Source: an optimization exercise on an open RTL-to-GDS flow (aim: small area). Production flows keep margins and buffers that such runs may drop.
Only simulation tests tie the RTL to the original design; equivalence was not proved.
Power figures rest on the tool's default switching activity, not on a simulated workload. The flow treats the clock pin as an ideal source, which a real chip does not have.

**flow/run.sh**
```bash
#!/bin/bash
# synth_recipe.tcl (not shown) runs the flow's synth.tcl, then flattens the netlist and writes it again
# the make line also repeats each setting of config.mk as NAME=value (left out here)
make -C /OpenROAD-flow-scripts/flow DESIGN_CONFIG=/design/flow/config.mk WORK_HOME=/design/flow/orfs CLKGATE_MAP_FILE= SYNTH_SCRIPT=/design/flow/synth_recipe.tcl finish
```
**flow/config.mk**
```make
export PLATFORM = sky130hd
export DESIGN_NAME = sipo_msg_fifo
export DESIGN_NICKNAME = sipo_msg_fifo
export VERILOG_FILES = /design/flow/design.v
export SDC_FILE = /design/flow/constraint.sdc
export NUM_CORES = 4
export LEC_CHECK = 0
export CAP_MARGIN = 20
export CORE_MARGIN = 2
export CORE_UTILIZATION = 60
export CTS_BUF_LIST = sky130_fd_sc_hd__clkbuf_16
export CTS_CLUSTER_DIAMETER = 80
export CTS_CLUSTER_SIZE = 22
export SETUP_SLACK_MARGIN = 0.1
export SLEW_MARGIN = 20
export SYNTH_HIERARCHICAL = 1
export SYNTH_MINIMUM_KEEP_SIZE = 0
```
**flow/constraint.sdc**
```tcl
create_clock -name core_clock -period 5.0 [get_ports {clk}]
set_input_delay 1.0000 -clock core_clock [delete_from_list [all_inputs] [get_ports {clk}]]
set_output_delay 1.0000 -clock core_clock [all_outputs]
set_load 0.01 [all_outputs]
```
**flow/design.v**
```verilog
module serial_sipo_fifo #(
  parameter int MAXLEN    = 64,
  parameter int LANES     = 4,
  parameter int DEPTH     = 32,
  parameter bit LSB_FIRST = 1'b0
) (
  input  logic        clk,
  input  logic        rst,
  input  logic        pushin,
  input  logic        lastin,
  input  logic [3:0]  datain,
  input  logic [1:0]  lastcnt,
  output logic        stopin,
  input  logic        pullout,
  output logic        stopout,
  output logic [63:0] dataout,
  output logic [6:0]  lenout,
  output logic [5:0]  count,
  output logic        errlen
);
  localparam int NS = 31;       
  logic [64:0] asm_r;           
  logic        fresh_r;         
  logic [64:0] mem_r [NS];      
  logic [4:0]  wr_ptr_r;
  logic [4:0]  rd_ptr_r;        
  logic [5:0]  count_r;         
  logic        stopout_r;
  logic        errlen_r;
  logic [64:0] out_r;           
  logic        acc_s, commit_s, xfer_s, load_s, sat_s, mem_ne_s;
  logic [64:0] cur_s;
  logic [64:0] nxt_s;
  logic [64:0] rd_s;
  logic [63:0] out_data_s;
  logic [6:0]  out_len_s;
  assign acc_s    = pushin & ~count_r[5];
  assign commit_s = acc_s & lastin;
  assign xfer_s   = ~stopout_r & pullout;
  assign mem_ne_s = stopout_r ? (count_r != 6'd0) : (count_r[5:1] != 5'd0);
  assign load_s   = mem_ne_s & (stopout_r | xfer_s);
  assign cur_s = fresh_r ? 65'd1 : asm_r;
  assign sat_s = cur_s[64];
  always_comb begin
    if (sat_s) begin
      nxt_s = cur_s;
    end else if (!lastin) begin
      nxt_s = {cur_s[60:0], datain};
    end else begin
      case (lastcnt)
        2'd0:    nxt_s = {cur_s[63:0], datain[3]};
        2'd1:    nxt_s = {cur_s[62:0], datain[3:2]};
        2'd2:    nxt_s = {cur_s[61:0], datain[3:1]};
        default: nxt_s = {cur_s[60:0], datain};
      endcase
    end
  end
  always_ff @(posedge clk) begin
    if (acc_s & ~lastin) begin
      asm_r <= nxt_s;
    end
  end
  always_ff @(posedge clk or negedge rst) begin
    if (!rst) begin
      fresh_r  <= 1'b1;
      errlen_r <= 1'b0;
    end else begin
      if (acc_s) begin
        fresh_r <= lastin;
      end
      if (acc_s & sat_s) begin
        errlen_r <= 1'b1;
      end
    end
  end
  logic [NS-1:0] wsel_s;
  always_comb begin
    for (int j = 0; j < NS; j++) begin
      wsel_s[j] = (wr_ptr_r == 5'(j));
    end
  end
  always_ff @(posedge clk) begin
    for (int j = 0; j < NS; j++) begin
      if (commit_s & wsel_s[j]) begin
        mem_r[j] <= nxt_s;
      end
    end
  end
  always_ff @(posedge clk or negedge rst) begin
    if (!rst) begin
      wr_ptr_r  <= 5'd0;
      rd_ptr_r  <= 5'd0;
      count_r   <= 6'd0;
      stopout_r <= 1'b1;
    end else begin
      if (commit_s) begin
        wr_ptr_r <= (wr_ptr_r == 5'(NS - 1)) ? 5'd0 : wr_ptr_r + 5'd1;
      end
      if (load_s) begin
        rd_ptr_r <= (rd_ptr_r == 5'(NS - 1)) ? 5'd0 : rd_ptr_r + 5'd1;
      end
      if (commit_s & ~xfer_s) begin
        count_r <= count_r + 6'd1;
      end else if (xfer_s & ~commit_s) begin
        count_r <= count_r - 6'd1;
      end
      if (load_s) begin
        stopout_r <= 1'b0;
      end else if (xfer_s) begin
        stopout_r <= 1'b1;
      end
    end
  end
  logic [NS+1:0] rsel_s;
  always_comb begin
    rsel_s = '0;
    for (int j = 0; j < NS; j++) begin
      rsel_s[j] = (rd_ptr_r == 5'(j));
    end
  end
  for (genvar i = 0; i < 65; i++) begin : g_rd
    logic [10:0] grp_n;
    for (genvar k = 0; k < 10; k++) begin : g_grp
      sipo_aoi222 u_aoi (
        .a1(rsel_s[3*k]),   .a2(mem_r[3*k][i]),
        .b1(rsel_s[3*k+1]), .b2(mem_r[3*k+1][i]),
        .c1(rsel_s[3*k+2]), .c2(mem_r[3*k+2][i]),
        .y (grp_n[k])
      );
    end
    assign grp_n[10] = ~(rsel_s[30] & mem_r[30][i]);
    assign rd_s[i] = ~&grp_n;
  end
  always_ff @(posedge clk) begin
    if (load_s) begin
      out_r <= rd_s;
    end
  end
  logic [16:0] nz_s, hi_s, top_s;
  always_comb begin
    for (int n = 0; n < 16; n++) begin
      nz_s[n] = |out_r[4*n +: 4];
    end
    nz_s[16] = out_r[64];
    for (int n = 0; n <= 16; n++) begin
      hi_s[n] = |(nz_s & ~((17'd2 << n) - 17'd1));
    end
    top_s = nz_s & ~hi_s;       
  end
  always_comb begin
    for (int n = 0; n < 16; n++) begin
      out_data_s[4*n+3] = out_r[4*n+3] & hi_s[n];
      out_data_s[4*n+2] = out_r[4*n+2] & (hi_s[n] | out_r[4*n+3]);
      out_data_s[4*n+1] = out_r[4*n+1] & (hi_s[n] | (|out_r[4*n+2 +: 2]));
      out_data_s[4*n]   = out_r[4*n]   & (hi_s[n] | (|out_r[4*n+1 +: 3]));
    end
  end
  always_comb begin
    logic [1:0] off;
    out_len_s = 7'd0;
    for (int n = 0; n <= 16; n++) begin
      if (n == 16) begin
        off = 2'd0;
      end else if (out_r[4*n+3]) begin
        off = 2'd3;
      end else if (out_r[4*n+2]) begin
        off = 2'd2;
      end else if (out_r[4*n+1]) begin
        off = 2'd1;
      end else begin
        off = 2'd0;
      end
      out_len_s = out_len_s | ({7{top_s[n]}} & {5'(n), off});
    end
  end
  assign stopin  = count_r[5];
  assign stopout = stopout_r;
  assign dataout = out_data_s;
  assign lenout  = out_len_s;
  assign count   = count_r;
  assign errlen  = errlen_r;
endmodule
module sipo_aoi222 (
  input  logic a1, a2, b1, b2, c1, c2,
  output logic y
);
  assign y = ~((a1 & a2) | (b1 & b2) | (c1 & c2));
endmodule
module sipo_msg_fifo (
  input  logic        clk,
  input  logic        rst,
  input  logic        pushin,
  input  logic        lastin,
  input  logic [3:0]  datain,
  input  logic [1:0]  lastcnt,
  output logic        stopin,
  input  logic        pullout,
  output logic        stopout,
  output logic [63:0] dataout,
  output logic [6:0]  lenout,
  output logic [5:0]  count,
  output logic        errlen
);
  serial_sipo_fifo #(
    .MAXLEN   (64),
    .LANES    (4),
    .DEPTH    (32),
    .LSB_FIRST(1'b0)
  ) u_fifo (
    .clk    (clk),
    .rst    (rst),
    .pushin (pushin),
    .lastin (lastin),
    .datain (datain),
    .lastcnt(lastcnt),
    .stopin (stopin),
    .pullout(pullout),
    .stopout(stopout),
    .dataout(dataout),
    .lenout (lenout),
    .count  (count),
    .errlen (errlen)
  );
endmodule
```
==> impl_metrics.env, run 1 <==
export IMPL_crit_top_cell="a221oi_1"
export IMPL_final_hold_viol_count=0
export IMPL_placedCellCount=5936
export IMPL_worstSetupPathType="reg -> out"
export IMPL_synthCells=3966
export IMPL_synthArstFlopShare_pct=0.878
export IMPL_antenna_left=0
export IMPL_nets=4340
export IMPL_tightest_slew_ps=1270
export IMPL_dp_final_hpwl_um=141000
export IMPL_drcViolationCount=0
export IMPL_synth_area_leaders="edfxtp_1 82%, a222oi_1 8.3%, nand4_1 1.1%, a2111o_1 0.93%, nor2_1 0.73%"
export IMPL_cp_required_ps=4000
export IMPL_grt_use_total_pct=36.4
export IMPL_grtUsageMet2_pct=56.6
export IMPL_post_drt_wl_per_cell_um=40.7
export IMPL_totalWireLength_um=248000
export IMPL_via_per_inst=7.74
export IMPL_critPathBufInv=1
export IMPL_p_per_area_mw_per_mm2=504
export IMPL_cp_arrival_ps=3900
export IMPL_p_clk_share_pct=21.5
export IMPL_clkSlewWorstSetupHoldPaths_ps=90
export IMPL_grt_pass1_wl_um=341000
export IMPL_cp_slowest_cell="a221oi_1"
export IMPL_internal_power_mw=30.3
export IMPL_syn_area_per_cell_sq_um=19.8
export IMPL_synth_edff_count=2145
export IMPL_ir_drop_mv=0.398
export IMPL_final_period_utilization_pct=98.0
export IMPL_ios=91
export IMPL_clock_sinks=2164
export IMPL_clock_path_buffers=3
export IMPL_grt_pass1_vias=45200
export IMPL_syn2layout_area_growth_pct=11.9
export IMPL_critPathTopFamily="compound AO/OA/AOI/OAI gates"
export IMPL_critical_path_cell_chain="or4_1 > nor3_4 > a221oi_1 > o21ai_0 > a221oi_1 > o211ai_1 > clkdlybuf4s50_1"
export IMPL_global_route_usage_met3_pct=7.41
export IMPL_stdcell_count=6089
export IMPL_gp_congestion=0.937
export IMPL_die_h_um=366
export IMPL_busiest_layer="met2"
export IMPL_setup_violations=0
export IMPL_status="complete, no violations"
export IMPL_cts_buffers=111
export IMPL_rsz0062_at_grt="yes"
export IMPL_yosysSeqAreaShare_pct=82.6
export IMPL_p_seq_share_pct=53.0
export IMPL_cts_hold_buf=0
export IMPL_comb_power_share_pct=25.5
export IMPL_yosys_most_used_dff="edfxtp_1"
export IMPL_drtPass1Iterations=7
export IMPL_worst_setup_path_start_kind="register"
export IMPL_max_slew_margin_rel_pct=15.5
export IMPL_netlist_area_leader_share_pct=82.0
export IMPL_max_stage_delay_ps=970
export IMPL_hold_slack_ps=467
export IMPL_dr_first_iter_drc_count=10800
export IMPL_switching_share_pct=31.6
export IMPL_netlist_area_sq_mm=0.0785
export IMPL_core_sq_mm=0.130
export IMPL_num_vias=47100
export IMPL_hp_class="reg -> reg"
export IMPL_finalSetupTns_ps=0
export IMPL_layout_drive_gt1_share_pct=11.4
export IMPL_cts_htree_levels=3
export IMPL_antenna_found_initial=9
export IMPL_synth_nets=3993
export IMPL_synth_largest_area_cell="edfxtp_1"
export IMPL_path_max_fanout=7
export IMPL_grt_util_met1_pct=50.5
export IMPL_die_w_um=366
export IMPL_skew_ps=44.8
export IMPL_synth_distinct_cells=67
export IMPL_ys_warn_count=9
export IMPL_grt_overflow=0
export IMPL_synth_seq_cells=2164
export IMPL_crit_path_end_kind="output port"
export IMPL_clock_latency_ps=760
export IMPL_netSwitchingPower_mw=14.0
export IMPL_p_leak_nw=27.4
export IMPL_grt_max_degree=119
export IMPL_layout_min_cycle_time_ps=4900
export IMPL_drv_slew=0
export IMPL_rows=132
export IMPL_cts_tree="done"
export IMPL_root_buffer="clkbuf_16"
export IMPL_clock_fmax_mhz=204
export IMPL_drv_cap=0
export IMPL_start_util_pct=60.6
export IMPL_portBuffers=90
export IMPL_die_area_sq_mm=0.134
## cells in the mapped netlist, types with 35 or more instances
cell type     n
edfxtp_1   2145
nor2_1      153
a222oi_1    650
nand2_1     120
clkbuf_1     58
nor3b_1      52
a21oi_1      90
o22ai_1      59
o21ai_0      35
nand4_1     133
a2111o_1     65
mux2i_1      57
a211oi_1     60
## cell type report
class / count / area [sq um]
Sequential cell: 2164 / 64900
Clock buffer: 114 / 2850
Fill cell: 8358 / 41800
Antenna cell: 6 / 15.0
Multi-Input combinational cell: 1695 / 14300
Tap cell: 1742 / 2180
Clock inverter: 27 / 206
Timing Repair Buffer: 307 / 3320
Inverter: 34 / 130
## routing by layer
layer | vias up | routed length [um]
met5 | - | 42
li1 | 18600 | -
met4 | 6 | 11700
met3 | 584 | 33800
met2 | 4000 | 115000
met1 | 24000 | 87600
## worst register-to-register path: cells and delay by family, from the launching register on
family / cells / cell delay, ps
AOI/OAI and AO/OA: 2 / 910
DFF: 1 / 480
buffers and inverters: 2 / 680
and+or+nand+nor: 3 / 1210
## worst paths after layout
path                                     from  cells after the start            endpoint  slack (ps)
max in group asynchronous                 rst                      1  u_fifo.rd_ptr_r[1]        3640
min                           u_fifo.errlen_r                      1     u_fifo.errlen_r         470
max                          u_fifo.out_r[39]                      7           lenout[0]         100
min reg2reg                   u_fifo.errlen_r                      1     u_fifo.errlen_r         470
max reg2reg                u_fifo.rd_ptr_r[3]                      7    u_fifo.out_r[31]        1430
min in group asynchronous                 rst                      1  u_fifo.rd_ptr_r[4]         770
## cell families (layout without fill, tap and decap cells)
family | count (synthesis) | in the layout | share of synthesized area [%]
multiplexers | 59 | 59 | 0.755
AO/OA/AOI/OAI | 1035 | 1035 | 11.9
XOR/XNOR | 5 | 5 | 0.0558
flip-flops | 2164 | 2164 | 82.6
AND/OR/NAND/NOR | 580 | 580 | 3.90
other | 0 | 6 | 0
buffers and inverters | 107 | 482 | 0.526
adder cells (fa/ha/maj) | 16 | 16 | 0.264
## registers in the layout, indices dropped and copies added, names as in the netlist
signal / flops
u_fifo.asm_r: 65
u_fifo.count_r: 6
u_fifo.errlen_r: 1
u_fifo.fresh_r: 1
u_fifo.mem_r: 2015
u_fifo.out_r: 65
u_fifo.rd_ptr_r: 5
u_fifo.stopout_r: 1
u_fifo.wr_ptr_r: 5
## repair_timing
item	4_1_cts	5_1_grt
gates resized for setup	9	3
pin swaps	1	1
cloned	0	0
buffers inserted	1	4
endpoints found under the setup margin	10	7
## placed cells by master, fill, tap and decap left out, types with 7 or more instances in the layout
master and n:
clkdlybuf4s50_1 87, nand4_1 133, dfrtp_1 17, a21oi_1 88, mux2i_1 57, buf_12 62, o21ai_0 31, and2_4 21
o31a_1 7, nand2_1 119, buf_4 155, nand2b_1 9, nor3_1 13, clkbuf_16 114, edfxtp_1 2145, a2111o_1 65
inv_1 46, o22ai_4 25, nor4_1 12, a211oi_1 60, and2_1 13, nor2_4 38, o21a_1 9, o41a_1 12
or4_1 9, o211ai_1 8, nor3b_1 52, o22ai_2 30, a222oi_1 650, nor2_1 116, a21boi_0 9, ha_1 14
## power by group through the flow
stage               registers, mW  logic [mW]  clock network (mW)
floorplan                    23.6        5.15                   0
global placement             23.8        10.6                   0
detailed placement           23.8        10.8                   0
CTS                          23.4        10.8                9.58
global route                 23.5        11.6                10.2
finish                       23.5        11.3                9.51
## stage by stage
stage	utilization [%]	setup WS, ps	instance area [sq um]	total power, mW
5_1_grt	67.8	69.1	87800	45.3
4_1_cts	67.5	104	87500	43.9
3_5_place_dp	65.1	624	84400	34.6
6_report	67.8	101	87900	44.3
2_1_floorplan	-	-34.3	78600	28.8
3_3_place_gp	65.1	676	84400	34.3
==> run 2: changes to the inputs <==
--- a/flow/config.mk
+++ b/flow/config.mk
@@ -7,3 +7,3 @@
 export LEC_CHECK = 0
-export CAP_MARGIN = 20
+export CAP_MARGIN = 10
 export CORE_MARGIN = 2
@@ -12,5 +12,5 @@
 export CTS_CLUSTER_DIAMETER = 80
-export CTS_CLUSTER_SIZE = 22
+export CTS_CLUSTER_SIZE = 25
 export SETUP_SLACK_MARGIN = 0.1
-export SLEW_MARGIN = 20
+export SLEW_MARGIN = 10
 export SYNTH_HIERARCHICAL = 1
==> run 2 against run 1 <==
Effect of this change:
- setup slack gained 46 ps
- via count grew 0.31%
- clock skew shrank 10 ps
- total power shrank 0.28%
- first-iteration DRC count shrank 1.5%
- flip-flop and latch count is the same
- global-route usage grew 0.072 points
- sequential share of layout area grew 0.12 points
- cell area shrank 0.16%
- register-to-register slack lost 40 ps
- fmax grew 0.94%
- count of clock-buffer cells in the layout shrank 11
- critical path type unchanged
- critical endpoint is now lenout[2]
- largest power group unchanged
==> impl_metrics.env, run 2 <==
export IMPL_finalPower_mw=44.2
export IMPL_worstSetupPathType="reg -> out"
export IMPL_synth_nets=3993
export IMPL_start_util_pct=60.6
export IMPL_syn_area_per_cell_sq_um=19.8
export IMPL_layout_min_cycle_time_ps=4850
export IMPL_critical_path_cell_chain="or4_4 > or3_4 > or2_4 > or3_1 > o2111ai_2 > clkdlybuf4s50_1"
export IMPL_stdcell_count=6100
export IMPL_dr_first_iter_drc_count=10600
export IMPL_rsz0062_at_grt="no"
export IMPL_max_slew_margin_rel_pct=14.0
export IMPL_rrSetupSlack_ps=1390
export IMPL_synth_seq_cells=2164
export IMPL_cp_slowest_cell="or4_4"
export IMPL_final_hold_viol_count=0
export IMPL_via_per_inst=7.75
export IMPL_p_per_area_mw_per_mm2=503
export IMPL_synth_area_leaders="edfxtp_1 82%, a222oi_1 8.3%, nand4_1 1.1%, a2111o_1 0.93%, nor2_1 0.73%"
export IMPL_portBuffers=90
export IMPL_cts_buffers=102
export IMPL_totalWireLength_um=249000
export IMPL_grt_pass1_wl_um=341000
export IMPL_clock_sinks=2164
export IMPL_antenna_left=0
export IMPL_placed_area_sq_mm=0.0844
export IMPL_yosysSeqAreaShare_pct=82.6
export IMPL_worst_setup_path_start_kind="register"
export IMPL_pre_cts_ws_ps=624
export IMPL_cp_arrival_ps=3850
export IMPL_crit_path_end_kind="output port"
export IMPL_max_flop_register="u_fifo.mem_r"
export IMPL_drcViolationCount=0
export IMPL_synthArstFlopShare_pct=0.878
export IMPL_die_w_um=366
export IMPL_nFillCells=8359
export IMPL_finalSetupTns_ps=0
export IMPL_hp_class="reg -> reg"
export IMPL_netlist_area_leader_share_pct=82.0
export IMPL_final_common_cell="edfxtp_1"
export IMPL_synth_distinct_cells=67
export IMPL_ios=91
export IMPL_syn2layout_area_growth_pct=11.7
export IMPL_num_vias=47300
export IMPL_clock_fmax_mhz=206
export IMPL_post_route_util_pct=67.7
export IMPL_largest_reg_flops=2015
export IMPL_die_area_sq_mm=0.134
export IMPL_final_period_utilization_pct=97.1
export IMPL_critPathBufInv=1
export IMPL_status="complete, no violations"
export IMPL_tightest_slew_ps=1290
export IMPL_grt_pass1_vias=45200
export IMPL_max_stage_delay_ps=640
export IMPL_ys_warn_count=9
export IMPL_synth_edff_count=2145
export IMPL_synthCells=3966
export IMPL_drv_slew=0
export IMPL_worst_slack_ps=147
export IMPL_hold_slack_ps=472
export IMPL_grt_max_degree=119
export IMPL_drv_cap=0
export IMPL_skew_ps=34.8
export IMPL_grt_use_total_pct=36.4
export IMPL_clock_path_buffers=3
export IMPL_rows=132
export IMPL_cp_depth=6
export IMPL_yosys_most_used_dff="edfxtp_1"
export IMPL_cp_required_ps=4000
export IMPL_synth_common_cells="2145 x edfxtp_1, 650 x a222oi_1, 153 x nor2_1"
export IMPL_ir_drop_mv=0.377
export IMPL_path_max_fanout=7
export IMPL_clkSlewWorstSetupHoldPaths_ps=100
export IMPL_setup_violations=0
export IMPL_grt_overflow=0
export IMPL_cts_hold_buf=0
export IMPL_synth_largest_area_cell="edfxtp_1"
export IMPL_worstRegToRegCells=7
export IMPL_largestRegisters="u_fifo.mem_r: 2015 flops, u_fifo.asm_r: 65 flops, u_fifo.out_r: 65 flops"
export IMPL_cts_htree_levels=3
export IMPL_drtPass1Iterations=8
export IMPL_p_leak_nw=27.4
export IMPL_die_h_um=366
export IMPL_final_cell_mix="2145 x edfxtp_1, 650 x a222oi_1, 155 x buf_4, 133 x nand4_1, 119 x nand2_1"
export IMPL_core_sq_mm=0.130
export IMPL_min_path_cells=1
export IMPL_layout_drive_gt1_share_pct=11.6
export IMPL_fin_area_sq_mm=0.0877
export IMPL_dp_final_hpwl_um=141000
export IMPL_placedCellCount=5936
export IMPL_clock_latency_ps=770
export IMPL_synth_most_common_cell="edfxtp_1"
export IMPL_cts_tree="done"
export IMPL_antenna_found_initial=10
export IMPL_root_buffer="clkbuf_16"
export IMPL_netlist_area_sq_mm=0.0785
export IMPL_post_drt_wl_per_cell_um=40.8
export IMPL_critPathTopFamily="simple AND/OR/NAND/NOR gates"
export IMPL_nets=4332
export IMPL_gp_congestion=0.937
==> run 2: repair_timing <==
action	in CTS	in global routing
pin swaps	1	1
buffers inserted	1	4
setup endpoints to repair	16	11
resized for setup	10	3
==> run 2: cell families after synthesis <==
kind of cell | after synthesis | synth area share (%)
xor gates and xnor gates | 5 | 0.0558
DFF | 2164 | 82.6
and+or+nand+nor | 580 | 3.90
AOI/OAI and AO/OA | 1035 | 11.9
adders and majority gates | 16 | 0.264
muxes | 59 | 0.755
buffers and inverters | 107 | 0.526
==> run 2: area by class of cell <==
type | count | area, sq um | area share (%)
Timing Repair Buffer | 308 | 3320 | 3.78
Sequential cell | 2164 | 64900 | 74.0
Multi-Input combinational cell | 1695 | 14200 | 16.1
Tap cell | 1742 | 2180 | 2.48
Clock buffer | 103 | 2580 | 2.94
Inverter | 34 | 130 | 0.148
Clock inverter | 45 | 442 | 0.504
Antenna cell | 9 | 22.5 | 0.0257
==> run 2: worst paths after layout <==
kind / startpoint / end
hold reg to reg: u_fifo.errlen_r / u_fifo.errlen_r
min in group asynchronous: rst / u_fifo.rd_ptr_r[4]
max in group asynchronous: rst / u_fifo.rd_ptr_r[0]
setup reg to reg: u_fifo.rd_ptr_r[3] / u_fifo.out_r[31]
hold / removal: u_fifo.errlen_r / u_fifo.errlen_r
setup / recovery: u_fifo.out_r[23] / lenout[2]
==> run 2: power by group <==
part	switching [mW]	internal [mW]	leakage, nW
registers	0.753	22.7	19.7
logic	7.80	3.40	6.11
clock network	5.50	3.97	1.53
total	14.0	30.1	27.4
==> run 2: metal layers <==
| metal | global-route usage, % | wire length [um] | up-vias |
|---|---|---|---|
| met5 | 0 | 19 | - |
| met4 | 16.0 | 12100 | 4 |
| met3 | 7.40 | 32500 | 596 |
| met2 | 56.8 | 116000 | 3900 |
| met1 | 50.5 | 88500 | 24200 |
| li1 | - | - | 18600 |
==> run 3: changes to the inputs <==
--- a/flow/config.mk
+++ b/flow/config.mk
@@ -9,3 +9,3 @@
 export CORE_MARGIN = 2
-export CORE_UTILIZATION = 60
+export CORE_UTILIZATION = 70
 export CTS_BUF_LIST = sky130_fd_sc_hd__clkbuf_16
==> run 3 against run 2 <==
Effect of this change:
- synthesized cell count did not move
- combinational power about the same
- critical path type unchanged
- die area decreased by 14%
- register-to-register slack got worse by 280 ps
- fmax is 2.1% lower
- critical endpoint is now dataout[16]
- largest cell class unchanged
- still clean on timing, DRC and antenna
- largest power group unchanged
- non-clock buffer count decreased by 2
- setup slack worse by 100 ps
- via count grew 0.15%
- critical path depth up 2
- first-iteration DRC count is 12% higher
==> impl_metrics.env, run 3 <==
export IMPL_clock_latency_ps=750
export IMPL_clock_sinks=2164
export IMPL_nets=4324
export IMPL_status="complete, no violations"
export IMPL_final_seq_area_sq_mm=0.0649
export IMPL_synth_edff_count=2145
export IMPL_largestRegisters="u_fifo.mem_r: 2015 flops, u_fifo.asm_r: 65 flops, u_fifo.out_r: 65 flops"
export IMPL_grt_overflow=0
export IMPL_final_period_utilization_pct=99.1
export IMPL_dp_final_hpwl_um=133000
export IMPL_num_vias=47400
export IMPL_hp_class="reg -> reg"
export IMPL_grt_pass1_vias=45000
export IMPL_yosysSeqAreaShare_pct=82.6
export IMPL_clock_fmax_mhz=202
export IMPL_ys_warn_count=9
export IMPL_die_w_um=339
export IMPL_synth_common_cells="2145 x edfxtp_1, 650 x a222oi_1, 153 x nor2_1"
export IMPL_synth_area_leaders="edfxtp_1 82%, a222oi_1 8.3%, nand4_1 1.1%, a2111o_1 0.93%, nor2_1 0.73%"
export IMPL_worst_setup_path_start_kind="register"
export IMPL_synth_distinct_cells=67
export IMPL_cp_arrival_ps=3960
export IMPL_ir_drop_mv=0.455
export IMPL_drtPass1Iterations=10
export IMPL_gp_congestion=0.924
export IMPL_final_common_cell="edfxtp_1"
export IMPL_fin_area_sq_mm=0.0867
export IMPL_portBuffers=90
export IMPL_start_util_pct=70.8
export IMPL_clkSlewWorstSetupHoldPaths_ps=100
export IMPL_grt_pass1_wl_um=328000
export IMPL_synthCells=3966
export IMPL_largest_reg_flops=2015
export IMPL_cts_tree="done"
export IMPL_synthArstFlopShare_pct=0.878
export IMPL_rsz0062_at_grt="yes"
export IMPL_dr_first_iter_drc_count=11900
export IMPL_antenna_left=0
export IMPL_final_hold_viol_count=0
export IMPL_yosys_most_used_dff="edfxtp_1"
export IMPL_nFillCells=5986
export IMPL_cts_hold_buf=0
export IMPL_core_sq_mm=0.111
export IMPL_via_per_inst=8.16
export IMPL_layout_drive_gt1_share_pct=10.9
export IMPL_multiInputGateArea_sq_mm=0.0141
export IMPL_syn2layout_area_growth_pct=10.4
export IMPL_setup_violations=0
export IMPL_netlist_area_sq_mm=0.0785
export IMPL_grt_max_degree=72
export IMPL_cp_required_ps=4000
export IMPL_ios=91
export IMPL_cts_buffers=96
export IMPL_path_max_fanout=6
export IMPL_synth_seq_cells=2164
export IMPL_p_leak_nw=27.1
export IMPL_clock_path_buffers=3
export IMPL_drv_cap=0
export IMPL_antenna_found_initial=11
export IMPL_syn_area_per_cell_sq_um=19.8
export IMPL_max_stage_delay_ps=670
export IMPL_post_drt_wl_per_cell_um=40.6
export IMPL_drcViolationCount=0
export IMPL_drv_slew=0
export IMPL_die_area_sq_mm=0.115
export IMPL_tightest_slew_ps=1290
export IMPL_cts_htree_levels=3
export IMPL_max_slew_margin_rel_pct=13.8
export IMPL_crit_path_end_kind="output port"
export IMPL_synth_largest_area_cell="edfxtp_1"
export IMPL_max_flop_register="u_fifo.mem_r"
export IMPL_p_per_area_mw_per_mm2=499
export IMPL_worstSetupPathType="reg -> out"
export IMPL_root_buffer="clkbuf_16"
export IMPL_die_h_um=339
export IMPL_skew_ps=29.7
export IMPL_grt_use_total_pct=40.8
export IMPL_layout_min_cycle_time_ps=4960
export IMPL_post_route_util_pct=78.1
export IMPL_critical_path_cell_chain="or4_4 > nor4b_4 > buf_4 > nand4_4 > buf_6 > or2_1 > o41a_1 > clkdlybuf4s50_1"
export IMPL_cp_slowest_cell="or4_4"
export IMPL_totalWireLength_um=235000
export IMPL_final_cell_mix="2145 x edfxtp_1, 650 x a222oi_1, 163 x buf_4, 133 x nand4_1, 118 x nand2_1"
export IMPL_placed_area_sq_mm=0.0840
export IMPL_synth_nets=3993
export IMPL_rows=122
export IMPL_netlist_area_leader_share_pct=82.0
export IMPL_synth_most_common_cell="edfxtp_1"
==> run 3: cell counts after synthesis <==
No cell type changed its count.
==> run 3: what timing repair did <==
action / 4_1_cts / 5_1_grt
setup endpoints to repair: 17 / 7
setup buffers: 4 / 4
pin swaps: 4 / 3
gates resized for setup: 8 / 9
==> run 3: where the power goes <==
| group | switching, mW | internal (mW) | leakage [nW] |
|---|---|---|---|
| registers | 0.673 | 22.7 | 19.7 |
| clock network | 5.12 | 3.52 | 1.27 |
| logic | 7.89 | 3.37 | 6.08 |
==> run 3: worst paths after layout <==
path	start	endpoint	slack, ps	cells after the start
max reg2reg	u_fifo.rd_ptr_r[3]	u_fifo.out_r[55]	1110	6
max in group asynchronous	rst	u_fifo.wr_ptr_r[3]	3560	1
min	u_fifo.errlen_r	u_fifo.errlen_r	510	1
min in group asynchronous	rst	u_fifo.count_r[2]	820	1
max	u_fifo.out_r[61]	dataout[16]	40	8
min reg2reg	u_fifo.errlen_r	u_fifo.errlen_r	510	1
==> run 3: logic make-up (layout without fill, tap and decap cells) <==
logic type,count (synthesis),in the layout,synth area share (%)
DFF,2164,2164,82.6
buffers and inverters,107,452,0.526
and+or+nand+nor,580,580,3.90
other,0,3,0
xor gates and xnor gates,5,5,0.0558
adders and majority gates,16,16,0.264
muxes,59,59,0.755
AOI/OAI and AO/OA,1035,1035,11.9
==> run 3: through the flow <==
| stage | hold slack, ps | power, mW | cells | TNS [ps] | setup slack (ps) |
|---|---|---|---|---|---|
| after CTS | 509 | 42.7 | 5795 | 0 | 103 |
| after floorplan | 493 | 28.8 | 3966 | -13380 | -34.3 |
| after global placement | 486 | 34.2 | 5679 | 0 | 529 |
| final | 515 | 43.3 | 5802 | 0 | 44.9 |
| after global routing | 532 | 44.2 | 5799 | 0 | 6.44 |
| after detailed placement | 488 | 34.4 | 5679 | 0 | 552 |
==> run 3: final cells by class <==
type	instances	area share, %
flip-flops and latches	2164	74.9
multi-input cells	1695	16.2
repair buffers	306	3.69
clock buffers	98	2.83
well taps	1488	2.15
inverters	34	0.150
clock inverters	14	0.0924
diodes	3	0.00866
==> run 3: routing by layer <==
layer	part of all wire (%)	global-route usage [%]	vias up
met5	0.046	0	-
met4	5.2	17.9	16
met3	17	12.5	721
met2	45	60.7	4565
met1	33	56.9	23500
li1	-	-	18500
==> run 3: worst max-delay path, delay by kind of cell, from the launching register on <==
family	cells	cell delay [ps]
flip-flops	1	470
AND/OR/NAND/NOR	4	1460
AO/OA/AOI/OAI	1	360
buffers and inverters	3	920
==> run 4: changes to the inputs <==
==> flow/flow/run.sh (new file) <==
#!/bin/bash
# Own layout flow: the standard ORFS flow (standard.sh, unchanged
# synthesis), with two changes passed to ORFS through its environment:
#  - CTS without dummy loads (sink clusters and buffer as in config.mk),
#  - port buffers of the smallest buffer cell.
# The full output of the flow goes to flow.log in the work folder; ORFS keeps
# each step's log under orfs/logs/.
set -euo pipefail
export CTS_ARGS="-sink_clustering_enable -repair_clock_nets -dont_use_dummy_load -sink_clustering_size 22 -sink_clustering_max_diameter 80 -buf_list sky130_fd_sc_hd__clkbuf_16"
export BUFFER_PORTS_ARGS="-buffer_cell sky130_fd_sc_hd__buf_1"
bash standard.sh finish > flow.log 2>&1
==> flow/standard.sh (new file) <==
#!/bin/bash
# synth_recipe.tcl (not shown) runs the flow's synth.tcl, then flattens the netlist and writes it again
# the make line also repeats each setting of config.mk as NAME=value (left out here)
make -C /OpenROAD-flow-scripts/flow DESIGN_CONFIG=/design/flow/config.mk WORK_HOME=/design/flow/orfs CLKGATE_MAP_FILE= SYNTH_SCRIPT=/design/flow/synth_recipe.tcl "${@:-finish}"
--- a/flow/config.mk
+++ b/flow/config.mk
@@ -9,6 +9,6 @@
 export CORE_MARGIN = 2
-export CORE_UTILIZATION = 70
+export CORE_UTILIZATION = 60
 export CTS_BUF_LIST = sky130_fd_sc_hd__clkbuf_16
 export CTS_CLUSTER_DIAMETER = 80
-export CTS_CLUSTER_SIZE = 25
+export CTS_CLUSTER_SIZE = 22
 export SETUP_SLACK_MARGIN = 0.1
removed: flow/run.sh
==> run 4 against run 3 <==
Effect of this change:
- still clean
- worst hold slack worse by 450 ps
- fmax up 2.6%
- total power about the same
- core utilization down 11 points
- count of clock-buffer cells in the layout up 14
- clock power up 7.3%
- critical endpoint is now lenout[3]
==> impl_metrics.env, run 4 <==
export IMPL_status="complete, no violations"
export IMPL_comb_power_share_pct=24.6
export IMPL_synth_edff_count=2145
export IMPL_syn2layout_area_growth_pct=10.3
export IMPL_netSwitchingPower_mw=13.7
export IMPL_p_leak_nw=26.8
export IMPL_rows=132
export IMPL_ios=91
export IMPL_met2RoutedLength_um=111000
export IMPL_syn_area_per_cell_sq_um=19.8
export IMPL_synth_most_common_cell="edfxtp_1"
export IMPL_grt_max_degree=119
export IMPL_post_drt_wl_per_cell_um=39.7
export IMPL_final_seq_area_sq_mm=0.0649
export IMPL_largest_reg_flops=2015
export IMPL_p_clk_share_pct=21.4
export IMPL_start_util_pct=60.6
export IMPL_worst_setup_path_start_kind="register"
export IMPL_dr_first_iter_drc_count=10500
export IMPL_via_per_inst=7.71
export IMPL_finalPower_mw=43.3
export IMPL_core_sq_mm=0.130
export IMPL_num_vias=46600
export IMPL_drtPass1Iterations=9
export IMPL_netlist_area_sq_mm=0.0785
export IMPL_die_area_sq_mm=0.134
export IMPL_totalWireLength_um=240000
export IMPL_nFillCells=8652
export IMPL_dp_final_hpwl_um=131000
export IMPL_synthArstFlopShare_pct=0.878
export IMPL_synth_distinct_cells=67
export IMPL_wl_met1_um=88600
export IMPL_cts_buffers=112
export IMPL_cp_arrival_ps=3830
export IMPL_cts_htree_levels=3
export IMPL_grt_pass1_vias=43600
export IMPL_portBuffers=90
export IMPL_tightest_slew_ps=1250
export IMPL_max_slew_margin_rel_pct=16.9
export IMPL_largestRegisters="u_fifo.mem_r: 2015 flops, u_fifo.asm_r: 65 flops, u_fifo.out_r: 65 flops"
export IMPL_worstSetupPathType="reg -> out"
export IMPL_grt_pass1_wl_um=332000
export IMPL_netlist_area_leader_share_pct=82.0
export IMPL_final_cell_mix="2145 x edfxtp_1, 650 x a222oi_1, 152 x buf_4, 133 x nand4_1, 119 x nand2_1"
export IMPL_drcViolationCount=0
export IMPL_placedCellCount=5929
export IMPL_cts_hold_buf=0
export IMPL_ys_warn_count=9
export IMPL_drv_slew=0
export IMPL_antenna_left=0
export IMPL_stdcell_count=6045
export IMPL_root_buffer="clkbuf_16"
export IMPL_skew_ps=54.9
export IMPL_grt_use_total_pct=35.3
export IMPL_ir_drop_mv=0.375
export IMPL_clock_latency_ps=760
export IMPL_synth_common_cells="2145 x edfxtp_1, 650 x a222oi_1, 153 x nor2_1"
export IMPL_cp_required_ps=4000
export IMPL_post_route_util_pct=66.8
export IMPL_die_h_um=366
export IMPL_final_period_utilization_pct=96.6
export IMPL_drv_cap=0
export IMPL_synth_nets=3993
export IMPL_clock_path_buffers=3
export IMPL_p_per_area_mw_per_mm2=500
export IMPL_synth_largest_area_cell="edfxtp_1"
export IMPL_grt_overflow=0
export IMPL_top_layer_used="met5"
export IMPL_max_flop_register="u_fifo.mem_r"
export IMPL_clkSlewWorstSetupHoldPaths_ps=90
export IMPL_hp_class="in -> async"
export IMPL_p_seq_share_pct=54.0
export IMPL_yosysSeqAreaShare_pct=82.6
export IMPL_internal_power_mw=29.6
export IMPL_synth_area_leaders="edfxtp_1 82%, a222oi_1 8.3%, nand4_1 1.1%, a2111o_1 0.93%, nor2_1 0.73%"
export IMPL_multiInputGateArea_sq_mm=0.0140
export IMPL_gp_congestion=0.954
export IMPL_yosys_most_used_dff="edfxtp_1"
export IMPL_cts_setup_buffers=0
export IMPL_final_common_cell="edfxtp_1"
export IMPL_die_w_um=366
export IMPL_layout_min_cycle_time_ps=4830
export IMPL_switching_share_pct=31.6
export IMPL_synth_seq_cells=2164
export IMPL_antenna_found_initial=7
export IMPL_wl_met3_um=29800
export IMPL_clock_sinks=2164
export IMPL_nets=4330
export IMPL_crit_path_end_kind="output port"
export IMPL_clock_fmax_mhz=207
export IMPL_final_hold_viol_count=0
export IMPL_layout_drive_gt1_share_pct=10.9
export IMPL_cts_tree="done"
export IMPL_path_max_fanout=9
export IMPL_rsz0062_at_grt="no"
export IMPL_setup_violations=0
export IMPL_synthCells=3966
[run 4: cell counts after synthesis]
No cell type changed its count.
[run 4: layout make-up]
cell class,instances,area share [%]
Inverter,34,0.150
Sequential cell,2164,74.9
Tap cell,1742,2.52
Multi-Input combinational cell,1695,16.2
Clock buffer,112,3.24
Timing Repair Buffer,296,2.94
Antenna cell,2,0.00578
[run 4: repair_timing]
action / CTS / global route
endpoints found under the setup margin: 4 / 2
pin swaps: 0 / 0
resized for setup: 1 / 3
[run 4: per-stage QoR]
stage,worst slack [ps],cell area [sq um],setup TNS (ps),hold slack [ps]
2_1_floorplan,-34.3,78600,-13380,493
3_3_place_gp,795,83700,0,441
3_5_place_dp,786,83700,0,448
4_1_cts,155,86500,0,36.3
5_1_grt,167,86600,0,79.2
6_report,168,86600,0,67.0
[run 4: logic make-up after synthesis]
logic type                 share of synthesized area (%)
and+or+nand+nor                                     3.90
adders and majority gates                          0.264
buffers and inverters                              0.526
muxes                                              0.755
xor gates and xnor gates                          0.0558
DFF                                                 82.6
AOI/OAI and AO/OA                                   11.9
[run 4: per-layer routing]
| layer | track usage [%] | vias up |
|---|---|---|
| met5 | 0 | - |
| met4 | 13.8 | 6 |
| met1 | 50.7 | 24100 |
| met3 | 6.25 | 418 |
| met2 | 54.6 | 3567 |
| li1 | - | 18500 |
[run 4: power groups by stage]
stage / Clock, mW / Sequential (mW) / Combinational [mW]
final: 9.27 / 23.4 / 10.6
after global routing: 9.93 / 23.5 / 11.0
after CTS: 9.34 / 23.4 / 10.4
after detailed placement: 0 / 23.8 / 10.3
after global placement: 0 / 23.7 / 10.3
after floorplan: 0 / 23.6 / 5.15
[run 4: final timing paths]
path                            cells after the start                 to                from  slack (ps)
worst max-delay path                                7          lenout[3]    u_fifo.out_r[31]         170
worst min-delay path                                1  u_fifo.count_r[4]                 rst          70
worst max register to register                      6   u_fifo.out_r[49]  u_fifo.rd_ptr_r[2]        1300
worst min register to register                      1    u_fifo.errlen_r     u_fifo.errlen_r         470
max in group asynchronous                           2     u_fifo.fresh_r                 rst        4330
min in group core_clock                             1    u_fifo.errlen_r     u_fifo.errlen_r         470
[run 4: worst max-delay path, stage by stage, from the launching register on]
cell and delay (ps):
edfxtp_1 500, or4_1 600, nor3_2 540, nand4_4 360
nor2_4 380, nand2_1 170, o211ai_1 290, buf_1 220
==> run 5: changes to the inputs <==
--- a/flow/flow/run.sh
+++ b/flow/flow/run.sh
@@ -8,3 +8,3 @@
 set -euo pipefail
-export CTS_ARGS="-sink_clustering_enable -repair_clock_nets -dont_use_dummy_load -sink_clustering_size 22 -sink_clustering_max_diameter 80 -buf_list sky130_fd_sc_hd__clkbuf_16"
+export CTS_ARGS="-sink_clustering_enable -repair_clock_nets -dont_use_dummy_load -sink_clustering_size 25 -sink_clustering_max_diameter 80 -buf_list sky130_fd_sc_hd__clkbuf_16"
 export BUFFER_PORTS_ARGS="-buffer_cell sky130_fd_sc_hd__buf_1"
--- a/flow/config.mk
+++ b/flow/config.mk
@@ -12,3 +12,3 @@
 export CTS_CLUSTER_DIAMETER = 80
-export CTS_CLUSTER_SIZE = 22
+export CTS_CLUSTER_SIZE = 25
 export SETUP_SLACK_MARGIN = 0.1
==> run 5 against run 4 <==
Effect of this change:
- still clean
- clock power shrank 4.2%
- register-to-register slack lost 50 ps
- first-iteration DRC count grew 0.90%
- combinational power is essentially flat
- total power shrank 0.92%
- core utilization shrank 0.20 points
- critical path depth grew 1
- die area is the same
- synthesized cell count is the same
- largest cell class unchanged
- highest routed layer unchanged
==> impl_metrics.env, run 5 <==
export IMPL_ir_drop_mv=0.328
export IMPL_synth_xor_area_share_pct=0.0558
export IMPL_cp_required_ps=4000
export IMPL_dp_final_hpwl_um=131000
export IMPL_synth_edff_count=2145
export IMPL_max_flop_register="u_fifo.mem_r"
export IMPL_gp_congestion=0.954
export IMPL_max_stage_delay_ps=740
export IMPL_skew_ps=68.0
export IMPL_synthCells=3966
export IMPL_p_leak_nw=26.7
export IMPL_crit_path_end_kind="output port"
export IMPL_largest_reg_flops=2015
export IMPL_layout_min_cycle_time_ps=4840
export IMPL_drv_slew=0
export IMPL_synth_top_family_by_area="compound AO/OA/AOI/OAI gates"
export IMPL_timing_rr_end="u_fifo.out_r[49]"
export IMPL_critical_path_cell_chain="or4_1 > nor4b_4 > buf_4 > nand4_4 > nor2_2 > nand2_1 > o211ai_1 > buf_1"
export IMPL_synthSimpleGateAreaFrac_pct=3.90
export IMPL_worstSetupPathType="reg -> out"
export IMPL_max_slew_margin_rel_pct=14.6
export IMPL_yosys_most_used_dff="edfxtp_1"
export IMPL_placedCellCount=5929
export IMPL_clock_latency_ps=760
export IMPL_start_util_pct=60.6
export IMPL_r2r_start="u_fifo.rd_ptr_r[2]"
export IMPL_ys_warn_count=9
export IMPL_drtPass1Iterations=10
export IMPL_status="complete, no violations"
export IMPL_stdcell_count=6035
export IMPL_clock_sinks=2164
export IMPL_cts_htree_levels=3
export IMPL_totalWireLength_um=239000
export IMPL_ios=91
export IMPL_netlist_area_sq_mm=0.0785
export IMPL_cts_buffers=102
export IMPL_clock_fmax_mhz=206
export IMPL_critPathLaunch="u_fifo.out_r[61]"
export IMPL_core_sq_mm=0.130
export IMPL_grt_pass1_wl_um=331000
export IMPL_synth_area_leaders="edfxtp_1 82%, a222oi_1 8.3%, nand4_1 1.1%, a2111o_1 0.93%, nor2_1 0.73%"
export IMPL_layout_drive_gt1_share_pct=10.7
export IMPL_syn_area_per_cell_sq_um=19.8
export IMPL_p_per_area_mw_per_mm2=497
export IMPL_syn2layout_area_growth_pct=9.96
export IMPL_clkSlewWorstSetupHoldPaths_ps=90
export IMPL_grt_pass1_vias=43400
export IMPL_post_drt_wl_per_cell_um=39.7
export IMPL_grt_use_total_pct=35.2
export IMPL_clock_path_buffers=3
export IMPL_cp_arrival_ps=3840
export IMPL_antenna_found_initial=9
export IMPL_root_buffer="clkbuf_16"
export IMPL_setup_violations=0
export IMPL_final_cell_mix="2145 x edfxtp_1, 650 x a222oi_1, 152 x buf_4, 133 x nand4_1, 119 x nand2_1"
export IMPL_worstRegToRegCells=6
export IMPL_drcViolationCount=0
export IMPL_drv_cap=0
export IMPL_path_max_fanout=9
export IMPL_synth_distinct_cells=67
export IMPL_synth_fa_ha_area_share_pct=0.264
export IMPL_hold_slack_ps=113
export IMPL_yosysSeqAreaShare_pct=82.6
export IMPL_hp_class="in -> async"
export IMPL_worst_setup_path_start_kind="register"
export IMPL_nets=4320
export IMPL_largestRegisters="u_fifo.mem_r: 2015 flops, u_fifo.asm_r: 65 flops, u_fifo.out_r: 65 flops"
export IMPL_synthArstFlopShare_pct=0.878
export IMPL_grt_max_degree=119
export IMPL_netlist_area_leader_share_pct=82.0
export IMPL_synth_seq_cells=2164
export IMPL_antenna_left=0
export IMPL_cp_slowest_cell="or4_1"
export IMPL_final_hold_viol_count=0
export IMPL_critPathTopFamily="simple AND/OR/NAND/NOR gates"
export IMPL_tightest_slew_ps=1280
export IMPL_rows=132
export IMPL_grt_overflow=0
export IMPL_rsz0062_at_grt="no"
export IMPL_dr_first_iter_drc_count=10600
export IMPL_synth_largest_area_cell="edfxtp_1"
export IMPL_synth_common_cells="2145 x edfxtp_1, 650 x a222oi_1, 153 x nor2_1"
export IMPL_synth_nets=3993
export IMPL_rrSetupSlack_ps=1250
export IMPL_via_per_inst=7.67
export IMPL_critPathBufInv=2
export IMPL_die_h_um=366
export IMPL_num_vias=46300
export IMPL_final_common_cell="edfxtp_1"
export IMPL_die_area_sq_mm=0.134
export IMPL_cts_setup_buffers=0
export IMPL_final_period_utilization_pct=96.9
export IMPL_synth_compound_area_share_pct=11.9
export IMPL_portBuffers=90
export IMPL_die_w_um=366
export IMPL_cts_hold_buf=0
export IMPL_synth_most_common_cell="edfxtp_1"
export IMPL_cts_tree="done"
export IMPL_muxShareOfSynthArea_pct=0.755
[run 5: changes by cell type in the layout (fill, tap and decap cells not counted), sizes merged]
cell / delta
clkbuf: -10
[run 5: logic make-up after synthesis]
logic type / Yosys count
compound gates: 1035
flops: 2164
mux: 59
buf+inv: 107
fa+ha+maj: 16
simple gates: 580
xor+xnor: 5
[run 5: worst register-to-register path, cell delays in order, from the launching register on]
cell and delay, ps:
dfrtp_1 480, nand2b_1 710, nor2_4 360, buf_4 450, a222oi_1 540, nand4_1 400, a2111o_1 550
[run 5: repair_timing]
item / in CTS / in global routing
hold endpoints to repair: 0 / 0
setup endpoints to repair: 3 / 2
gates resized for setup: 1 / 2
pin swaps: 0 / 0
[run 5: where the power goes]
| part | leakage (nW) | switching [mW] | internal [mW] |
|---|---|---|---|
| clock network | 1.26 | 5.24 | 3.64 |
| logic | 5.73 | 7.67 | 2.95 |
| registers | 19.7 | 0.690 | 22.7 |
| total | 26.7 | 13.6 | 29.3 |
[run 5: stage by stage]
step	setup slack (ps)	utilization (%)	power [mW]	TNS (ps)	instance area [sq um]
2_1_floorplan	-34.3	-	28.8	-13380	78600
3_3_place_gp	795	64.6	34.0	0	83700
3_5_place_dp	786	64.6	34.1	0	83700
4_1_cts	166	66.5	42.7	0	86300
5_1_grt	130	66.6	44.0	0	86400
6_report	155	66.6	42.9	0	86400
[run 5: layout make-up]
type / count / area, sq um
inverter: 34 / 130
tap: 1742 / 2180
fill: 8675 / 43300
clock buffer: 102 / 2550
multi-input combinational: 1695 / 14000
sequential: 2164 / 64900
antenna: 2 / 5.00
timing repair buffer: 296 / 2550
[run 5: how the worst max path moves through the flow]
stage | end | slack (ps) | cells past startpoint
after floorplan | u_fifo.mem_r[20][0] | -30 | 6
after global placement | lenout[3] | 800 | 8
after detailed placement | lenout[3] | 790 | 7
after CTS | lenout[3] | 170 | 8
after global routing | lenout[3] | 130 | 8
final | lenout[3] | 160 | 8
[run 5: per-layer routing]
metal | up-vias | wire [um] | GRT usage, %
met1 | 23900 | 89300 | 50.4
met3 | 467 | 29000 | 6.29
met2 | 3414 | 111000 | 54.7
met4 | 6 | 9870 | 13.4
met5 | - | 41 | 0
li1 | 18500 | - | -
==> run 6: changes to the inputs <==
--- a/flow/config.mk
+++ b/flow/config.mk
@@ -9,3 +9,3 @@
 export CORE_MARGIN = 2
-export CORE_UTILIZATION = 60
+export CORE_UTILIZATION = 70
 export CTS_BUF_LIST = sky130_fd_sc_hd__clkbuf_16
==> run 6 against run 5 <==
Effect of this change:
- core utilization increased by 11 points
- worst hold slack improved by 160 ps
- sequential share of layout area increased by 0.62 points
- sequential power about the same
- global-route usage increased by 6.3 points
==> impl_metrics.env, run 6 <==
export IMPL_status="complete, no violations"
export IMPL_antenna_found_initial=9
export IMPL_layout_drive_gt1_share_pct=10.5
export IMPL_max_stage_delay_ps=750
export IMPL_cts_htree_levels=3
export IMPL_die_area_sq_mm=0.115
export IMPL_synth_edff_count=2145
export IMPL_cp_arrival_ps=3890
export IMPL_grt_pass1_vias=45200
export IMPL_yosysSeqAreaShare_pct=82.6
export IMPL_start_util_pct=70.8
export IMPL_grt_use_total_pct=41.5
export IMPL_core_sq_mm=0.111
export IMPL_rsz0062_at_grt="no"
export IMPL_p_per_area_mw_per_mm2=506
export IMPL_worst_setup_path_start_kind="register"
export IMPL_p_leak_nw=26.6
export IMPL_via_per_inst=8.28
export IMPL_path_max_fanout=9
export IMPL_netlist_area_leader_share_pct=82.0
export IMPL_final_period_utilization_pct=97.7
export IMPL_hold_slack_ps=271
export IMPL_synth_common_cells="2145 x edfxtp_1, 650 x a222oi_1, 153 x nor2_1"
export IMPL_ys_warn_count=9
export IMPL_dp_final_hpwl_um=139000
export IMPL_max_slew_margin_rel_pct=5.42
export IMPL_final_common_cell="edfxtp_1"
export IMPL_critPathBufInv=2
export IMPL_grt_pass1_wl_um=332000
export IMPL_clock_path_buffers=3
export IMPL_synth_seq_cells=2164
export IMPL_skew_ps=77.5
export IMPL_ir_drop_mv=0.389
export IMPL_finalPower_mw=43.3
export IMPL_critPathTopFamily="simple AND/OR/NAND/NOR gates"
export IMPL_synthArstFlopShare_pct=0.878
export IMPL_drcViolationCount=0
export IMPL_grt_overflow=0
export IMPL_gp_congestion=1.02
export IMPL_die_h_um=339
export IMPL_rrSetupSlack_ps=890
export IMPL_top_layer_used="met5"
export IMPL_cts_tree="done"
export IMPL_met2RoutedLength_um=106000
export IMPL_final_cell_mix="2145 x edfxtp_1, 650 x a222oi_1, 170 x buf_4, 133 x nand4_1, 119 x nand2_1"
export IMPL_clock_sinks=2164
export IMPL_hp_class="in -> async"
export IMPL_synth_nets=3993
export IMPL_rows=122
export IMPL_cp_required_ps=4000
export IMPL_tightest_slew_ps=1420
export IMPL_root_buffer="clkbuf_16"
export IMPL_multiInputGateArea_sq_mm=0.0140
export IMPL_yosys_most_used_dff="edfxtp_1"
export IMPL_worstSetupPathType="reg -> out"
export IMPL_syn_area_per_cell_sq_um=19.8
export IMPL_totalWireLength_um=239000
export IMPL_syn2layout_area_growth_pct=9.06
export IMPL_drv_cap=0
export IMPL_final_hold_viol_count=0
export IMPL_post_drt_wl_per_cell_um=41.4
export IMPL_cp_depth=7
export IMPL_timing_rr_end="u_fifo.out_r[37]"
export IMPL_max_flop_register="u_fifo.mem_r"
export IMPL_worstRegToRegCells=6
export IMPL_cts_buffers=98
export IMPL_setup_violations=0
export IMPL_layout_min_cycle_time_ps=4890
export IMPL_r2r_start="u_fifo.rd_ptr_r[2]"
export IMPL_die_w_um=339
export IMPL_clock_latency_ps=740
export IMPL_cp_slowest_cell="or4_1"
export IMPL_synth_area_leaders="edfxtp_1 82%, a222oi_1 8.3%, nand4_1 1.1%, a2111o_1 0.93%, nor2_1 0.73%"
export IMPL_antenna_left=0
export IMPL_critical_path_cell_chain="or4_1 > nor4b_4 > buf_4 > nand4_4 > or3_1 > o2111ai_1 > buf_1"
export IMPL_nFillCells=5969
export IMPL_drv_slew=0
export IMPL_synth_largest_area_cell="edfxtp_1"
export IMPL_portBuffers=90
export IMPL_clkSlewWorstSetupHoldPaths_ps=100
export IMPL_finalSetupTns_ps=0
export IMPL_final_seq_area_sq_mm=0.0649
export IMPL_dr_first_iter_drc_count=12000
export IMPL_nets=4313
export IMPL_clock_fmax_mhz=205
export IMPL_netlist_area_sq_mm=0.0785
export IMPL_crit_path_end_kind="output port"
export IMPL_wl_met3_um=42300
export IMPL_num_vias=47900
export IMPL_synth_most_common_cell="edfxtp_1"
export IMPL_critPathLaunch="u_fifo.out_r[61]"
export IMPL_synthCells=3966
export IMPL_ios=91
export IMPL_largestRegisters="u_fifo.mem_r: 2015 flops, u_fifo.asm_r: 65 flops, u_fifo.out_r: 65 flops"
export IMPL_endpoint="lenout[2]"
export IMPL_drtPass1Iterations=12
export IMPL_synth_distinct_cells=67
export IMPL_wl_met1_um=78300
export IMPL_grt_max_degree=98
export IMPL_largest_reg_flops=2015
==> run 6: cell counts after synthesis <==
No cell type changed its count.
==> run 6: metal layers <==
metal  global-route usage (%)  vias to the layer above
met2                     61.2                     4853
met3                     13.6                      663
met5                    0.125                        -
li1                         -                    18500
met4                     17.7                       10
met1                     57.9                    23800
==> run 6: metrics by stage <==
step / utilization [%] / worst slack [ps] / cells / area [sq um]
after floorplan: - / -34.3 / 3966 / 78600
after detailed placement: 74.9 / 808 / 5673 / 83100
after global placement: 74.9 / 863 / 5673 / 83100
final: 77.2 / 115 / 5777 / 85600
after CTS: 77.1 / 121 / 5771 / 85600
after global routing: 77.2 / 111 / 5772 / 85600
==> run 6: repair_timing <==
item,4_1_cts,5_1_grt
buffers inserted,0,1
gates resized for setup,1,1
pin swaps,0,1
setup endpoints to repair,1,6
hold buffers,0,0
==> run 6: worst min path at each step <==
stage                                start            endpoint  slack [ps]  cells after the start
after floorplan            u_fifo.errlen_r     u_fifo.errlen_r         490                      1
after global placement    u_fifo.stopout_r    u_fifo.stopout_r         490                      2
after detailed placement  u_fifo.stopout_r    u_fifo.stopout_r         500                      2
after CTS                              rst  u_fifo.rd_ptr_r[0]         250                      2
after global routing                   rst  u_fifo.rd_ptr_r[1]         270                      2
final                                  rst  u_fifo.rd_ptr_r[0]         270                      2
==> run 6: area by class of cell <==
cell class / count / area share (%)
sequential: 2164 / 75.8
multi-input combinational: 1695 / 16.4
clock buffer: 98 / 2.86
timing repair buffer: 293 / 2.66
tap: 1488 / 2.17
inverter: 34 / 0.152
antenna: 5 / 0.0146
==> run 6: report_power, final <==
group          total, mW  switching, mW  internal (mW)
registers           23.4          0.657           22.7
clock network       8.57           5.07           3.50
logic               11.4           8.45           2.93
total               43.3           14.2           29.1
==> run 6: cells by family after synthesis <==
group | Yosys count | synth area share [%]
XOR/XNOR | 5 | 0.0558
adder cells (fa/ha/maj) | 16 | 0.264
buffers and inverters | 107 | 0.526
AO/OA/AOI/OAI | 1035 | 11.9
flip-flops | 2164 | 82.6
multiplexers | 59 | 0.755
AND/OR/NAND/NOR | 580 | 3.90
==> run 7: changes to the inputs <==
==> flow/flow/run.sh (replaced) <==
#!/bin/bash
# Own layout flow: the standard ORFS flow (standard.sh, unchanged
# synthesis), with three changes passed to ORFS through its environment:
#  - CTS without dummy loads (sink clusters and buffer as in config.mk),
#  - port buffers of the smallest buffer cell,
#  - power recovery (downsizing of non-critical cells) after global routing.
# The full output of the flow goes to flow.log in the work folder; ORFS keeps
# each step's log under orfs/logs/.
set -euo pipefail
export CTS_ARGS="-sink_clustering_enable -repair_clock_nets -dont_use_dummy_load -sink_clustering_size 30 -sink_clustering_max_diameter 100 -buf_list sky130_fd_sc_hd__clkbuf_16"
export BUFFER_PORTS_ARGS="-buffer_cell sky130_fd_sc_hd__buf_1"
export RECOVER_POWER=100
bash standard.sh finish > flow.log 2>&1
--- a/flow/config.mk
+++ b/flow/config.mk
@@ -7,10 +7,10 @@
 export LEC_CHECK = 0
-export CAP_MARGIN = 10
+export CAP_MARGIN = 20
 export CORE_MARGIN = 2
-export CORE_UTILIZATION = 70
+export CORE_UTILIZATION = 60
 export CTS_BUF_LIST = sky130_fd_sc_hd__clkbuf_16
-export CTS_CLUSTER_DIAMETER = 80
-export CTS_CLUSTER_SIZE = 25
+export CTS_CLUSTER_DIAMETER = 100
+export CTS_CLUSTER_SIZE = 30
 export SETUP_SLACK_MARGIN = 0.1
-export SLEW_MARGIN = 10
+export SLEW_MARGIN = 20
 export SYNTH_HIERARCHICAL = 1
==> run 7 against run 6 <==
Effect of this change:
- largest power group unchanged
- fmax shrank 0.92%
- now fails the layout checks on max-capacitance violations, max-slew violations
- first-iteration DRC count shrank 15%
- via count decreased by 3.4%
- non-clock buffer count grew 2
- cell area down 0.66%
- sequential share of layout area up 0.51 points
- synthesized cell count stayed put
- highest routed layer unchanged
- register-to-register slack worse by 820 ps
==> impl_metrics.env, run 7 <==
export IMPL_yosys_most_used_dff="edfxtp_1"
export IMPL_synth_most_common_cell="edfxtp_1"
export IMPL_grt_overflow=0
export IMPL_p_per_area_mw_per_mm2=494
export IMPL_netlist_area_leader_share_pct=82.0
export IMPL_dr_first_iter_drc_count=10200
export IMPL_cp_slowest_cell="clkbuf_1"
export IMPL_hp_class="in -> async"
export IMPL_clock_latency_ps=750
export IMPL_gp_congestion=0.954
export IMPL_hold_slack_ps=60.5
export IMPL_antenna_found_initial=14
export IMPL_synthArstFlopShare_pct=0.878
export IMPL_layout_min_cycle_time_ps=4930
export IMPL_dp_final_hpwl_um=131000
export IMPL_root_buffer="clkbuf_16"
export IMPL_critPathLaunch="u_fifo.rd_ptr_r[3]"
export IMPL_syn_area_per_cell_sq_um=19.8
export IMPL_synth_common_cells="2145 x edfxtp_1, 650 x a222oi_1, 153 x nor2_1"
export IMPL_final_hold_viol_count=0
export IMPL_synth_xor_area_share_pct=0.0558
export IMPL_setup_violations=0
export IMPL_die_w_um=366
export IMPL_max_slew_margin_rel_pct=-128
export IMPL_grt_max_degree=119
export IMPL_num_vias=46200
export IMPL_yosysSeqAreaShare_pct=82.6
export IMPL_antenna_left=0
export IMPL_nets=4300
export IMPL_drcViolationCount=0
export IMPL_clkSlewWorstSetupHoldPaths_ps=110
export IMPL_critical_path_cell_chain="nand2b_1 > nor2_1 > clkbuf_1 > a222oi_1 > nand4_1 > a2111o_1"
export IMPL_cts_tree="done"
export IMPL_stdcell_count=6018
export IMPL_synth_nets=3993
export IMPL_largest_reg_flops=2015
export IMPL_tightest_slew_ps=3420
export IMPL_grtUsageMet2_pct=54.0
export IMPL_start_util_pct=60.6
export IMPL_drv_slew=1535
export IMPL_via_per_inst=7.68
export IMPL_crit_path_end_kind="register"
export IMPL_ys_warn_count=9
export IMPL_path_max_fanout=31
export IMPL_skew_ps=59.5
export IMPL_cp_arrival_ps=5490
export IMPL_r2r_start="u_fifo.rd_ptr_r[3]"
export IMPL_worst_setup_path_start_kind="register"
export IMPL_core_sq_mm=0.130
export IMPL_grt_use_total_pct=35.0
export IMPL_p_leak_nw=26.2
export IMPL_pre_cts_ws_ps=769
export IMPL_grt_pass1_vias=43400
export IMPL_largestRegisters="u_fifo.mem_r: 2015 flops, u_fifo.asm_r: 65 flops, u_fifo.out_r: 65 flops"
export IMPL_finalPower_mw=42.0
export IMPL_worst_slack_ps=69.2
export IMPL_synth_edff_count=2145
export IMPL_muxShareOfSynthArea_pct=0.755
export IMPL_cts_buffers=83
export IMPL_cts_setup_buffers=0
export IMPL_die_area_sq_mm=0.134
export IMPL_synth_compound_area_share_pct=11.9
export IMPL_synth_fa_ha_area_share_pct=0.264
export IMPL_placed_area_sq_mm=0.0837
export IMPL_max_stage_delay_ps=1680
export IMPL_clock_fmax_mhz=203
export IMPL_clock_path_buffers=3
export IMPL_grt_util_met1_pct=49.6
export IMPL_layout_drive_gt1_share_pct=8.87
export IMPL_synth_seq_cells=2164
export IMPL_finalSetupTns_ps=0
export IMPL_rows=132
export IMPL_drv_cap=37
export IMPL_critPathBufInv=1
export IMPL_busiest_layer="met2"
export IMPL_cts_htree_levels=3
export IMPL_die_h_um=366
export IMPL_synth_largest_area_cell="edfxtp_1"
export IMPL_synth_top_family_by_area="compound AO/OA/AOI/OAI gates"
export IMPL_clock_sinks=2164
export IMPL_netlist_area_sq_mm=0.0785
export IMPL_status="complete, but fails checks"
export IMPL_syn2layout_area_growth_pct=8.34
export IMPL_synth_distinct_cells=67
export IMPL_global_route_usage_met3_pct=6.63
export IMPL_final_cell_mix="2145 x edfxtp_1, 650 x a222oi_1, 133 x nand4_1, 121 x nor2_1, 121 x nand2_1"
export IMPL_post_route_util_pct=65.6
export IMPL_rsz0062_at_grt="no"
export IMPL_synthSimpleGateAreaFrac_pct=3.90
export IMPL_final_period_utilization_pct=98.6
export IMPL_so_faults="max-capacitance violations, max-slew violations"
export IMPL_worstSetupPathType="reg -> reg"
export IMPL_final_common_cell="edfxtp_1"
export IMPL_ios=91
export IMPL_max_flop_register="u_fifo.mem_r"
export IMPL_drtPass1Iterations=8
export IMPL_critPathTopFamily="simple AND/OR/NAND/NOR gates"
export IMPL_cp_required_ps=5560
export IMPL_fin_area_sq_mm=0.0851
export IMPL_ir_drop_mv=0.346
export IMPL_synthCells=3966
export IMPL_grt_pass1_wl_um=330000
export IMPL_post_drt_wl_per_cell_um=39.7
export IMPL_synth_area_leaders="edfxtp_1 82%, a222oi_1 8.3%, nand4_1 1.1%, a2111o_1 0.93%, nor2_1 0.73%"
export IMPL_placedCellCount=5929
export IMPL_totalWireLength_um=239000
export IMPL_portBuffers=90
==> run 7: logic make-up after synthesis <==
kind of cell / count (synthesis)
adder cells (fa/ha/maj): 16
flip-flops: 2164
buffers and inverters: 107
AO/OA/AOI/OAI: 1035
multiplexers: 59
XOR/XNOR: 5
AND/OR/NAND/NOR: 580
==> run 7: metal layers <==
layer	part of all wire [%]	routed length, um
met3	13	30000
met2	46	110000
met1	37	87600
met5	0.020	47
met4	4.8	11400
==> run 7: report_power, final <==
part | total, mW | internal [mW] | switching, mW
Combinational | 10.5 | 2.82 | 7.65
Clock | 8.11 | 3.01 | 5.11
Sequential | 23.5 | 22.8 | 0.684
Total | 42.0 | 28.6 | 13.4
==> run 7: repair_timing <==
| item | 4_1_cts | 5_1_grt |
|---|---|---|
| endpoints found under the hold margin | 0 | 0 |
| hold buffers | 0 | 0 |
| resized for setup | 1 | 2 |
| setup endpoints to repair | 4 | 2 |
==> run 7: path summary, 6_finish.rpt <==
check	endpoint	slack (ps)	cells past startpoint
max reg2reg	u_fifo.out_r[37]	70	6
min reg2reg	u_fifo.errlen_r	470	1
min in group core_clock	u_fifo.errlen_r	470	1
min	u_fifo.count_r[2]	60	1
max	u_fifo.out_r[37]	70	6
max in group asynchronous	u_fifo.wr_ptr_r[0]	3770	2
==> run 7: cell type report <==
class	instances	area [sq um]
fillers	8836	44600
repair buffers	295	1860
diodes	5	12.5
inverters	34	128
multi-input cells	1695	13900
well taps	1742	2180
flip-flops and latches	2164	64900
clock buffers	83	2080

## afterwards: timing with drivers on the ports
Ports are ideal in the flow. The routed layouts listed here were re-timed in OpenROAD. Step 1 assumes that a clkbuf_16 drives the clock port and a buf_2 every other input. Step 2 also shifts input and output timing later by t, the mid clock arrival at the registers, as if the neighbouring blocks saw the same clock. a / b / c = no drivers / after step 1 / after step 2; a / b = the first two.
| run | t (ns) | setup slack, ns | latest minus earliest clock arrival (ns) | worst register clock-pin slew, ns |
|---|---|---|---|---|
| run 1 | 0.818 | 0.101 / 0.022 / 0.619 | 0.047 / 0.047 | 0.10 / 0.10 |
| run 2 | 0.831 | 0.147 / 0.070 / 0.477 | 0.037 / 0.037 | 0.11 / 0.11 |
| run 3 | 0.809 | 0.045 / -0.032 / 0.549 | 0.032 / 0.033 | 0.10 / 0.10 |
| run 4 | 0.814 | 0.168 / 0.088 / 0.801 | 0.059 / 0.059 | 0.09 / 0.09 |
| run 5 | 0.808 | 0.155 / 0.074 / 0.828 | 0.069 / 0.069 | 0.11 / 0.11 |
| run 6 | 0.777 | 0.115 / 0.037 / 0.747 | 0.080 / 0.080 | 0.10 / 0.10 |
| run 7 | 0.802 | 0.069 / 0.046 / -0.442 | 0.062 / 0.062 | 0.12 / 0.12 |
For run 7, which loses most, drivers alone change the setup slack by -0.023 ns; drivers and shift together by -0.511 ns.
